What follows belongs to an exercise in optimizing a design on an open flow for small area, a short achievable clock period and few clock cycles per item; a production flow would make more cautious choices. Only simulation tests tie the RTL to the original design; equivalence was not proved. The flow treats the clock pin as an ideal source, which a real chip does not have.

==> flow/design.v (excerpt) <==
module aesDecryptTop
(
    input  logic   clk,
    input  logic   rstN,
    input  logic   inValid,
    input  logic [128-1:0]  cipherText,
    input  logic [1408-1:0] expandedKey,
    output logic   outValid,
    output logic [128-1:0]  plainText
);
Size: about 6500 cells after synthesis, about 1400 flip-flops, ~1700 I/O pins.
export LEC_CHECK = 0
export CAP_MARGIN = 20
export CORE_AREA = 4 4 376 376
export DIE_AREA = 0 0 380 380
export SLEW_MARGIN = 20
create_clock -name core_clock -period 21.0 [get_ports {clk}]
standard.sh (not shown) runs the stock make flow with config.mk's settings and CLKGATE_MAP_FILE= SYNTH_SCRIPT=/design/flow/synth_recipe.tcl, a recipe that flattens the netlist after the stock synthesis.
==> flow/flow/run.sh <==
#!/bin/bash
# The standard layout (standard.sh), with:
#  - synthesis by synth_recipe.tcl, but ABC mapping with an area-oriented script
#    (abc -script replaced; flip-flops are mapped before ABC, so unchanged);
#  - buf_1 port buffers, pins one track apart;
#  - timing repair aiming below the 21 ns period (SETUP_SLACK_MARGIN);
#  - a clock tree of clkbuf_16 without dummy loads;
#  - the state flip-flops and output buffers one size up before the clock
#    tree (flow/pre_cts.tcl);
#  - if the routed layout has antenna violations, placement and routing are
#    redone once or twice with a slightly different placement density.
# Each run of standard.sh logs to standard_flow_N.log; ORFS keeps each step's
# log under orfs/logs/.
set -uo pipefail
W=$PWD
MARGIN="15.3"
CTSBUF="sky130_fd_sc_hd__clkbuf_16"
CTSEXTRA="-sink_clustering_size 20 -sink_clustering_max_diameter 100"
DENSITY="0.60"
EXTRA="GPL_ROUTABILITY_DRIVEN=0"
cp flow/map.abc $W/map.abc
cat > $W/my_synth.tcl <<EOT
proc abc {args} {
  set i [lsearch -exact \$args -script]
  if {\$i >= 0} { lset args [expr {\$i+1}] $W/map.abc }
  yosys abc {*}\$args
}
source $W/synth_recipe.tcl
EOT
run_flow() {
  bash standard.sh \
    SYNTH_SCRIPT=$W/my_synth.tcl \
    BUFFER_PORTS_ARGS="-buffer_cell sky130_fd_sc_hd__buf_1" \
    PLACE_PINS_ARGS="-min_distance 1 -min_distance_in_tracks" \
    SETUP_SLACK_MARGIN=$MARGIN \
    PRE_CTS_TCL=$W/flow/pre_cts.tcl \
    CTS_ARGS="-sink_clustering_enable -repair_clock_nets -dont_use_dummy_load -buf_list {$CTSBUF} $CTSEXTRA" \
    $EXTRA "$@"
}
antennas() {
  local odb=$W/orfs/results/sky130hd/aesDecryptTop/base/6_final.odb
  [[ -f $odb ]] || { echo 1; return; }
  printf 'read_db %s\nputs "ANTENNAS [check_antennas]"\n' "$odb" > $W/antennas.tcl
  openroad -no_init -exit $W/antennas.tcl > $W/antennas_check.log 2>&1
  grep -o 'ANTENNAS [0-9]*' $W/antennas_check.log | awk '{print $2}' | tail -1
}
run_flow PLACE_DENSITY=$DENSITY finish > standard_flow_0.log 2>&1
for try in 1 2; do
  n=$(antennas)
  echo "antenna check after try $((try-1)): ${n:-unknown}" >> flow_retries.log
  [[ "$n" == "0" ]] && break
  bash standard.sh clean_place clean_cts clean_route clean_finish > standard_clean_$try.log 2>&1
  d=$(python3 -c "print(f'{$DENSITY + 0.01*$try:.2f}')")
  run_flow PLACE_DENSITY=$d finish > standard_flow_$try.log 2>&1
done
Other scripts of this flow, unchanged in this note and not shown: flow/flow/map.abc, flow/flow/pre_cts.tcl
Testbench counts at the start, summed over its fixed seeds: cycles 5,640, items 512.
Then changed:
--- a/flow/flow/run.sh
+++ b/flow/flow/run.sh
@@ -19,3 +19,3 @@
 DENSITY="0.60"
-EXTRA="GPL_ROUTABILITY_DRIVEN=0"
+EXTRA=""
 cp flow/map.abc $W/map.abc
Die area is unchanged; cell area stays flat.
Then changed:
--- a/flow/flow/run.sh
+++ b/flow/flow/run.sh
@@ -18,3 +18,3 @@
 CTSEXTRA="-sink_clustering_size 20 -sink_clustering_max_diameter 100"
-DENSITY="0.60"
+DENSITY="0.50"
 EXTRA=""
After rerunning: Clock skew goes up by 0.0057 ns. Wire length decreases by 4.4%. Cell area went down by 0.30%. Maximum frequency shrinks by 0.40%.
Then changed:
--- a/flow/flow/run.sh
+++ b/flow/flow/run.sh
@@ -17,5 +17,5 @@
 CTSBUF="sky130_fd_sc_hd__clkbuf_16"
-CTSEXTRA="-sink_clustering_size 20 -sink_clustering_max_diameter 100"
+CTSEXTRA="-sink_clustering_size 25 -sink_clustering_max_diameter 80"
 DENSITY="0.50"
-EXTRA=""
+EXTRA="GPL_ROUTABILITY_DRIVEN=0"
 cp flow/map.abc $W/map.abc
Cell count hardly moves.
Register-to-register slack gains 0.10 ns.
Final area hardly moves.
Global-route usage came out lower by 0.29 points.
Clock-buffer cell count goes down by 7.
Synthesized cell count stays the same.
Via count hardly moves.
Area after synthesis does not change.
Worst setup slack is better by 0.038 ns.
Then changed:
--- a/flow/flow/run.sh
+++ b/flow/flow/run.sh
@@ -17,3 +17,3 @@
 CTSBUF="sky130_fd_sc_hd__clkbuf_16"
-CTSEXTRA="-sink_clustering_size 25 -sink_clustering_max_diameter 80"
+CTSEXTRA="-sink_clustering_size 20 -sink_clustering_max_diameter 100"
 DENSITY="0.50"
Outcome: The new run completed with no timing, DRC or antenna violations. Wire length barely changes. Non-clock buffer count decreases by 4. Clock-buffer cell count increases by 5. Register-to-register slack stays flat.

* * *

== build 97 ==
aesDecryptTop, a different RTL version from the one above (not shown whole).
Size in the first run: about 6600 cells after synthesis, about 1700 I/O pins.
clock: 21.0 ns
lec_check: 0
cap_margin: 20
core_area: 4 4 446 446
die_area: 0 0 450 450
slew_margin: 20
==> flow/flow/run.sh <==
#!/bin/bash
# The standard layout (standard.sh), with:
#  - synthesis by synth_recipe.tcl, but ABC mapping with an area-oriented script
#    (abc -script replaced; flip-flops are mapped before ABC, so unchanged);
#  - buf_1 port buffers, pins one track apart;
#  - timing repair aiming below the 21 ns period (SETUP_SLACK_MARGIN);
#  - a clock tree of clkbuf_16 without dummy loads;
#  - if the routed layout has antenna violations, placement and routing are
#    redone once or twice with a slightly different placement density.
# Each run of standard.sh logs to standard_flow_N.log; ORFS keeps each step's
# log under orfs/logs/.
set -uo pipefail
W=$PWD
MARGIN="15.6"
CTSBUF="sky130_fd_sc_hd__clkbuf_16"
CTSEXTRA="-sink_clustering_size 20 -sink_clustering_max_diameter 100"
DENSITY="0.60"
EXTRA=""
cp flow/map.abc $W/map.abc
cat > $W/my_synth.tcl <<EOT
proc abc {args} {
  set i [lsearch -exact \$args -script]
  if {\$i >= 0} { lset args [expr {\$i+1}] $W/map.abc }
  yosys abc {*}\$args
}
source $W/synth_recipe.tcl
EOT
run_flow() {
  bash standard.sh \
    SYNTH_SCRIPT=$W/my_synth.tcl \
    BUFFER_PORTS_ARGS="-buffer_cell sky130_fd_sc_hd__buf_1" \
    PLACE_PINS_ARGS="-min_distance 1 -min_distance_in_tracks" \
    SETUP_SLACK_MARGIN=$MARGIN \
    CTS_ARGS="-sink_clustering_enable -repair_clock_nets -dont_use_dummy_load -buf_list {$CTSBUF} $CTSEXTRA" \
    $EXTRA "$@"
}
antennas() {
  local odb=$W/orfs/results/sky130hd/aesDecryptTop/base/6_final.odb
  [[ -f $odb ]] || { echo 1; return; }
  printf 'read_db %s\nputs "ANTENNAS [check_antennas]"\n' "$odb" > $W/antennas.tcl
  openroad -no_init -exit $W/antennas.tcl > $W/antennas_check.log 2>&1
  grep -o 'ANTENNAS [0-9]*' $W/antennas_check.log | awk '{print $2}' | tail -1
}
run_flow PLACE_DENSITY=$DENSITY finish > standard_flow_0.log 2>&1
for try in 1 2; do
  n=$(antennas)
  echo "antenna check after try $((try-1)): ${n:-unknown}" >> flow_retries.log
  [[ "$n" == "0" ]] && break
  bash standard.sh clean_place clean_cts clean_route clean_finish > standard_clean_$try.log 2>&1
  d=$(python3 -c "print(f'{$DENSITY + 0.01*$try:.2f}')")
  run_flow PLACE_DENSITY=$d finish > standard_flow_$try.log 2>&1
done
==> flow/flow/map.abc <==
&get -n; &st; &dch; &nf -R 1000; &put
Testbench counts of build 97, summed over its fixed seeds: cycles 5,640, items 512.
--- input diff build 97..build 7 ---
- CORE_AREA changed from 4 4 446 446 to 4 4 376 376
- DIE_AREA changed from 0 0 450 450 to 0 0 380 380
diff --git a/flow/flow/run.sh b/flow/flow/run.sh
--- a/flow/flow/run.sh
+++ b/flow/flow/run.sh
@@ -13,3 +13,3 @@
 W=$PWD
-MARGIN="15.6"
+MARGIN="15.3"
 CTSBUF="sky130_fd_sc_hd__clkbuf_16"
--- outcome ---
Build 7 completed end to end with timing, DRC and antenna clean.
Maximum clock frequency, build 7 vs build 97: down by a few percent
Relative to build 97, the core utilization of build 7 is higher by 13 points.
Reported for build 7 and build 97, worst hold path cell count turned out identical to the last digit.
[compare] base=build 97 new=build 7: via count went down, floorplan die width went down, stage delay of the slowest cell on the critical path went up, total iterations of the first detailed-routing run went down.
Modified inputs, build 40 compared to build 7
- CORE_AREA changed from 4 4 376 376 to 4 4 446 446
- DIE_AREA changed from 0 0 380 380 to 0 0 450 450
- Final cell area: build 40 above build 7
- Diff build 7 and build 40: sequential cell area share higher in build 7
- Setup WNS build 7 -> build 40: better
- Post-detailed-placement cell area, build 7 and build 40: lower on build 7
- Compared build 40 against build 7; net count of the mapped netlist within noise.
- Global-route wire length before repair: build 40 worse than build 7
- Met3 wirelength from detailed routing, build 7 and build 40: smaller value in build 7
- On build 40: post-layout minimum cycle time is 0.048 ns lower than what build 7 gave.
- Global-route usage (lower): build 40

* * *

Setup of run 1:
Starting RTL as in the previous note.
Design aesDecryptTop, start of the top module:
module aesDecryptTop
(
    input  logic   clk,
    input  logic   rstN,
    input  logic   inValid,
    input  logic [128-1:0]  cipherText,
    input  logic [1408-1:0] expandedKey,
    output logic   outValid,
    output logic [128-1:0]  plainText
);
Settings: LEC_CHECK=0, CAP_MARGIN=20, CORE_AREA=4 4 376 376, DIE_AREA=0 0 380 380, SLEW_MARGIN=20; clock period 21.0 ns.
==> flow/flow/run.sh <==
#!/bin/bash
# The standard layout (standard.sh), with:
#  - synthesis by synth_recipe.tcl, but ABC mapping with an area-oriented script
#    (abc -script replaced; flip-flops are mapped before ABC, so unchanged);
#  - buf_1 port buffers, pins one track apart;
#  - timing repair aiming below the 21 ns period (SETUP_SLACK_MARGIN);
#  - a clock tree of clkbuf_16 without dummy loads;
#  - if the routed layout has antenna violations, placement and routing are
#    redone once or twice with a slightly different placement density.
# Each run of standard.sh logs to standard_flow_N.log; ORFS keeps each step's
# log under orfs/logs/.
set -uo pipefail
W=$PWD
MARGIN="15.45"
CTSBUF="sky130_fd_sc_hd__clkbuf_16"
CTSEXTRA="-sink_clustering_size 20 -sink_clustering_max_diameter 100"
DENSITY="0.60"
EXTRA=""
cp flow/map.abc $W/map.abc
cat > $W/my_synth.tcl <<EOT
proc abc {args} {
  set i [lsearch -exact \$args -script]
  if {\$i >= 0} { lset args [expr {\$i+1}] $W/map.abc }
  yosys abc {*}\$args
}
source $W/synth_recipe.tcl
EOT
run_flow() {
  bash standard.sh \
    SYNTH_SCRIPT=$W/my_synth.tcl \
    BUFFER_PORTS_ARGS="-buffer_cell sky130_fd_sc_hd__buf_1" \
    PLACE_PINS_ARGS="-min_distance 1 -min_distance_in_tracks" \
    SETUP_SLACK_MARGIN=$MARGIN \
    CTS_ARGS="-sink_clustering_enable -repair_clock_nets -dont_use_dummy_load -buf_list {$CTSBUF} $CTSEXTRA" \
    $EXTRA "$@"
}
antennas() {
  local odb=$W/orfs/results/sky130hd/aesDecryptTop/base/6_final.odb
  [[ -f $odb ]] || { echo 1; return; }
  printf 'read_db %s\nputs "ANTENNAS [check_antennas]"\n' "$odb" > $W/antennas.tcl
  openroad -no_init -exit $W/antennas.tcl > $W/antennas_check.log 2>&1
  grep -o 'ANTENNAS [0-9]*' $W/antennas_check.log | awk '{print $2}' | tail -1
}
run_flow PLACE_DENSITY=$DENSITY finish > standard_flow_0.log 2>&1
for try in 1 2; do
  n=$(antennas)
  echo "antenna check after try $((try-1)): ${n:-unknown}" >> flow_retries.log
  [[ "$n" == "0" ]] && break
  bash standard.sh clean_place clean_cts clean_route clean_finish > standard_clean_$try.log 2>&1
  d=$(python3 -c "print(f'{$DENSITY + 0.01*$try:.2f}')")
  run_flow PLACE_DENSITY=$d finish > standard_flow_$try.log 2>&1
done
Scripts as last shown in full above: flow/flow/map.abc
Testbench counts of run 1, summed over its fixed seeds: cycles 5,640, items 512.
## Diff of input files: run 2 against run 1
- DIE_AREA now 0 0 450 450, was 0 0 380 380
- CORE_AREA now 4 4 446 446, was 4 4 376 376
==> flow/flow/run.sh <==
#!/bin/bash
# The standard layout (standard.sh), with:
#  - synthesis by synth_recipe.tcl, but ABC mapping with an area-oriented script
#    (abc -script replaced; flip-flops are mapped before ABC, so unchanged);
#  - buf_1 port buffers, pins one track apart;
#  - timing repair aiming below the 21 ns period (SETUP_SLACK_MARGIN);
#  - a clock tree of small clock buffers without dummy loads.
set -uo pipefail
W=$PWD
MARGIN="15.5"
CTSBUF="sky130_fd_sc_hd__clkbuf_4 sky130_fd_sc_hd__clkbuf_8"
CTSEXTRA=""
EXTRA=""
cp flow/map.abc $W/map.abc
cat > $W/my_synth.tcl <<EOT
proc abc {args} {
  set i [lsearch -exact \$args -script]
  if {\$i >= 0} { lset args [expr {\$i+1}] $W/map.abc }
  yosys abc {*}\$args
}
source $W/synth_recipe.tcl
EOT
bash standard.sh \
    SYNTH_SCRIPT=$W/my_synth.tcl \
    BUFFER_PORTS_ARGS="-buffer_cell sky130_fd_sc_hd__buf_1" \
    PLACE_PINS_ARGS="-min_distance 1 -min_distance_in_tracks" \
    SETUP_SLACK_MARGIN=$MARGIN \
    CTS_ARGS="-sink_clustering_enable -repair_clock_nets -dont_use_dummy_load -buf_list {$CTSBUF} $CTSEXTRA" \
    $EXTRA \
    finish > standard_flow.log 2>&1
No run among run 2 and run 1 stopped early or left any final violation; all are clean. [compare] base=run 1 new=run 2: count of placed standard cells including taps saw an increase. Run 2 vs. run 1: post-route worst hold slack shrank by 0.068 ns, initial core utilization down 14 points. Diff run 2..run 1 | max-capacitance violation count | unchanged. [run 2] wire length rose 9.4% relative to run 1. Sequential cell area share ends up lower on run 2.
Inputs modified between run 2 and run 3:
==> flow/flow/run.sh <==
#!/bin/bash
# The standard layout (standard.sh), with:
#  - synthesis by synth_recipe.tcl, but ABC mapping with an area-oriented script
#    (abc -script replaced; flip-flops are mapped before ABC, so unchanged);
#  - buf_1 port buffers, pins one track apart;
#  - timing repair aiming below the 21 ns period (SETUP_SLACK_MARGIN);
#  - a clock tree of clkbuf_16 without dummy loads;
#  - if the routed layout has antenna violations, placement and routing are
#    redone once or twice with a slightly different placement density.
# Each run of standard.sh logs to standard_flow_N.log; ORFS keeps each step's
# log under orfs/logs/.
set -uo pipefail
W=$PWD
MARGIN="15.0"
CTSBUF="sky130_fd_sc_hd__clkbuf_16"
CTSEXTRA="-sink_clustering_size 20 -sink_clustering_max_diameter 100"
DENSITY="0.60"
EXTRA=""
cp flow/map.abc $W/map.abc
cat > $W/my_synth.tcl <<EOT
proc abc {args} {
  set i [lsearch -exact \$args -script]
  if {\$i >= 0} { lset args [expr {\$i+1}] $W/map.abc }
  yosys abc {*}\$args
}
source $W/synth_recipe.tcl
EOT
run_flow() {
  bash standard.sh \
    SYNTH_SCRIPT=$W/my_synth.tcl \
    BUFFER_PORTS_ARGS="-buffer_cell sky130_fd_sc_hd__buf_1" \
    PLACE_PINS_ARGS="-min_distance 1 -min_distance_in_tracks" \
    SETUP_SLACK_MARGIN=$MARGIN \
    CTS_ARGS="-sink_clustering_enable -repair_clock_nets -dont_use_dummy_load -buf_list {$CTSBUF} $CTSEXTRA" \
    $EXTRA "$@"
}
antennas() {
  local odb=$W/orfs/results/sky130hd/aesDecryptTop/base/6_final.odb
  [[ -f $odb ]] || { echo 1; return; }
  printf 'read_db %s\nputs "ANTENNAS [check_antennas]"\n' "$odb" > $W/antennas.tcl
  openroad -no_init -exit $W/antennas.tcl > $W/antennas_check.log 2>&1
  grep -o 'ANTENNAS [0-9]*' $W/antennas_check.log | awk '{print $2}' | tail -1
}
run_flow PLACE_DENSITY=$DENSITY finish > standard_flow_0.log 2>&1
for try in 1 2; do
  n=$(antennas)
  echo "antenna check after try $((try-1)): ${n:-unknown}" >> flow_retries.log
  [[ "$n" == "0" ]] && break
  bash standard.sh clean_place clean_cts clean_route clean_finish > standard_clean_$try.log 2>&1
  d=$(python3 -c "print(f'{$DENSITY + 0.01*$try:.2f}')")
  run_flow PLACE_DENSITY=$d finish > standard_flow_$try.log 2>&1
done
Results
- In summary, run 3 completed successfully, with a layout that passed the timing, DRC and antenna checks.
- Setup slack deteriorates in run 3 relative to run 2.
- Simple-gate share of the synthesized area: run 3 vs run 2 identical
- Run 3 and run 2 ended up with nearly the same detailed-route vias per instance.
- Share of the yosys chip area belonging to registers: run 3 vs run 2 identical
- In the metrics for run 3 and run 2, the one carrying the lower global-route track usage on met3 is run 3.
- [run 3 vs run 2] worst hold slack: higher in run 3
- Layout overhead on the synthesized area is higher on run 2
- Lower number of iterations in the first detailed-routing pass was reported by run 2, not run 3.
> inputs changed (run 3 -> run 4)
- CORE_AREA changed from 4 4 446 446 to 4 4 376 376
- DIE_AREA changed from 0 0 450 450 to 0 0 380 380
-- flow/flow/run.sh --
<<< run 3, line 6
#  - timing repair aiming below the 21 ns period (SETUP_SLACK_MARGIN);
#  - a clock tree of clkbuf_16 without dummy loads;
#  - if the routed layout has antenna violations, placement and routing are
#    redone once or twice with a slightly different placement density.
>>> run 4, line 6
#  - timing repair aiming below the 21 ns period (SETUP_SLACK_MARGIN);
#  - a clock tree of clkbuf_16 without dummy loads;
#  - larger port buffers on the timing-critical ports (flow/io_size.tcl, run
#    after global placement);
#  - if the routed layout has antenna violations, placement and routing are
#    redone once or twice with a slightly different placement density.
<<< run 3, line 12
set -uo pipefail
W=$PWD
MARGIN="15.0"
CTSBUF="sky130_fd_sc_hd__clkbuf_16"
CTSEXTRA="-sink_clustering_size 20 -sink_clustering_max_diameter 100"
>>> run 4, line 14
set -uo pipefail
W=$PWD
MARGIN="15.3"
CTSBUF="sky130_fd_sc_hd__clkbuf_16"
CTSEXTRA="-sink_clustering_size 20 -sink_clustering_max_diameter 100"
<<< run 3, line 32
    PLACE_PINS_ARGS="-min_distance 1 -min_distance_in_tracks" \
    SETUP_SLACK_MARGIN=$MARGIN \
    CTS_ARGS="-sink_clustering_enable -repair_clock_nets -dont_use_dummy_load -buf_list {$CTSBUF} $CTSEXTRA" \
    $EXTRA "$@"
>>> run 4, line 34
    PLACE_PINS_ARGS="-min_distance 1 -min_distance_in_tracks" \
    SETUP_SLACK_MARGIN=$MARGIN \
    POST_GLOBAL_PLACE_TCL=$W/flow/io_size.tcl \
    CTS_ARGS="-sink_clustering_enable -repair_clock_nets -dont_use_dummy_load -buf_list {$CTSBUF} $CTSEXTRA" \
    $EXTRA "$@"
==> flow/flow/io_size.tcl (new file) <==
# upsize the port buffers of the timing-critical ports: the plainText outputs
# and the cipherText / whitening-key inputs (other inputs drive one gate each).
proc my_port_buffers {pattern cell} {
  set n 0
  foreach bt [[ord::get_db_block] getBTerms] {
    if {![regexp $pattern [$bt getName]]} { continue }
    set net [$bt getNet]
    if {$net eq "NULL"} { continue }
    foreach it [$net getITerms] {
      set inst [$it getInst]
      set m [[$inst getMaster] getName]
      if {[string match "sky130_fd_sc_hd__buf_*" $m] && $m ne $cell} {
        replace_cell [get_cells [$inst getName]] $cell
        incr n
      }
    }
  }
  puts "resized $n port buffers matching $pattern to $cell"
}
my_port_buffers {^plainText} sky130_fd_sc_hd__buf_4
my_port_buffers {^cipherText} sky130_fd_sc_hd__buf_2
my_port_buffers {^expandedKey\[(12[89]\d|13\d\d|140[0-7])\]$} sky130_fd_sc_hd__buf_2
Higher portion of the clock cycle consumed by the worst path in the final layout was reported by run 3, not run 4.
Of run 4 and run 3, it is run 4 that has the lower number of clock-tree buffers in the layout.

port drivers added, routing unchanged:
How much do the figures lean on ideal ports? The routed layouts below were timed once more, with nothing changed but the port constraints.
Step 1 (the two cells are an assumption about what drives the block):
set clk [get_ports {clk}]
set_driving_cell -lib_cell sky130_fd_sc_hd__clkbuf_16 $clk
set_driving_cell -lib_cell sky130_fd_sc_hd__buf_2 [delete_from_list [all_inputs] $clk]
Step 2 times the ports against the registers' clock, not the clock port: input delays grow and output delays shrink by t, the midpoint of the rising clock arrivals with the driver on.
a / b / c = ideal / step 1 / step 2; a / b = the first two.
run	t (ns)	setup WS [ns]	clock arrival spread, ns
the first run of note 1	0.777	15.334 / 15.245 / 14.708	0.082 / 0.082
the second run of note 1	0.759	15.314 / 15.227 / 14.692	0.096 / 0.096
the third run of note 1	0.768	15.291 / 15.207 / 14.660	0.099 / 0.099
the fourth run of note 1	0.758	15.329 / 15.250 / 14.687	0.099 / 0.100
the fifth run of note 1	0.756	15.336 / 15.256 / 14.653	0.089 / 0.089
build 97	0.815	15.424 / 15.342 / 14.789	0.113 / 0.113
build 7	0.767	15.247 / 15.167 / 14.669	0.098 / 0.098
build 40	0.811	15.296 / 15.213 / 14.554	0.108 / 0.107
run 1	0.777	15.424 / 15.350 / 14.708	0.098 / 0.098
run 2	1.020	15.269 / 15.189 / 14.552	0.133 / 0.133
run 3	0.814	15.007 / 14.924 / 14.556	0.103 / 0.104
run 4	0.773	15.300 / 15.217 / 14.608	0.090 / 0.090
After both steps setup and hold are still met in every run listed. The setup slack of build 40, which loses most, moves by -0.083 ns with the drivers and by -0.742 ns with both steps.
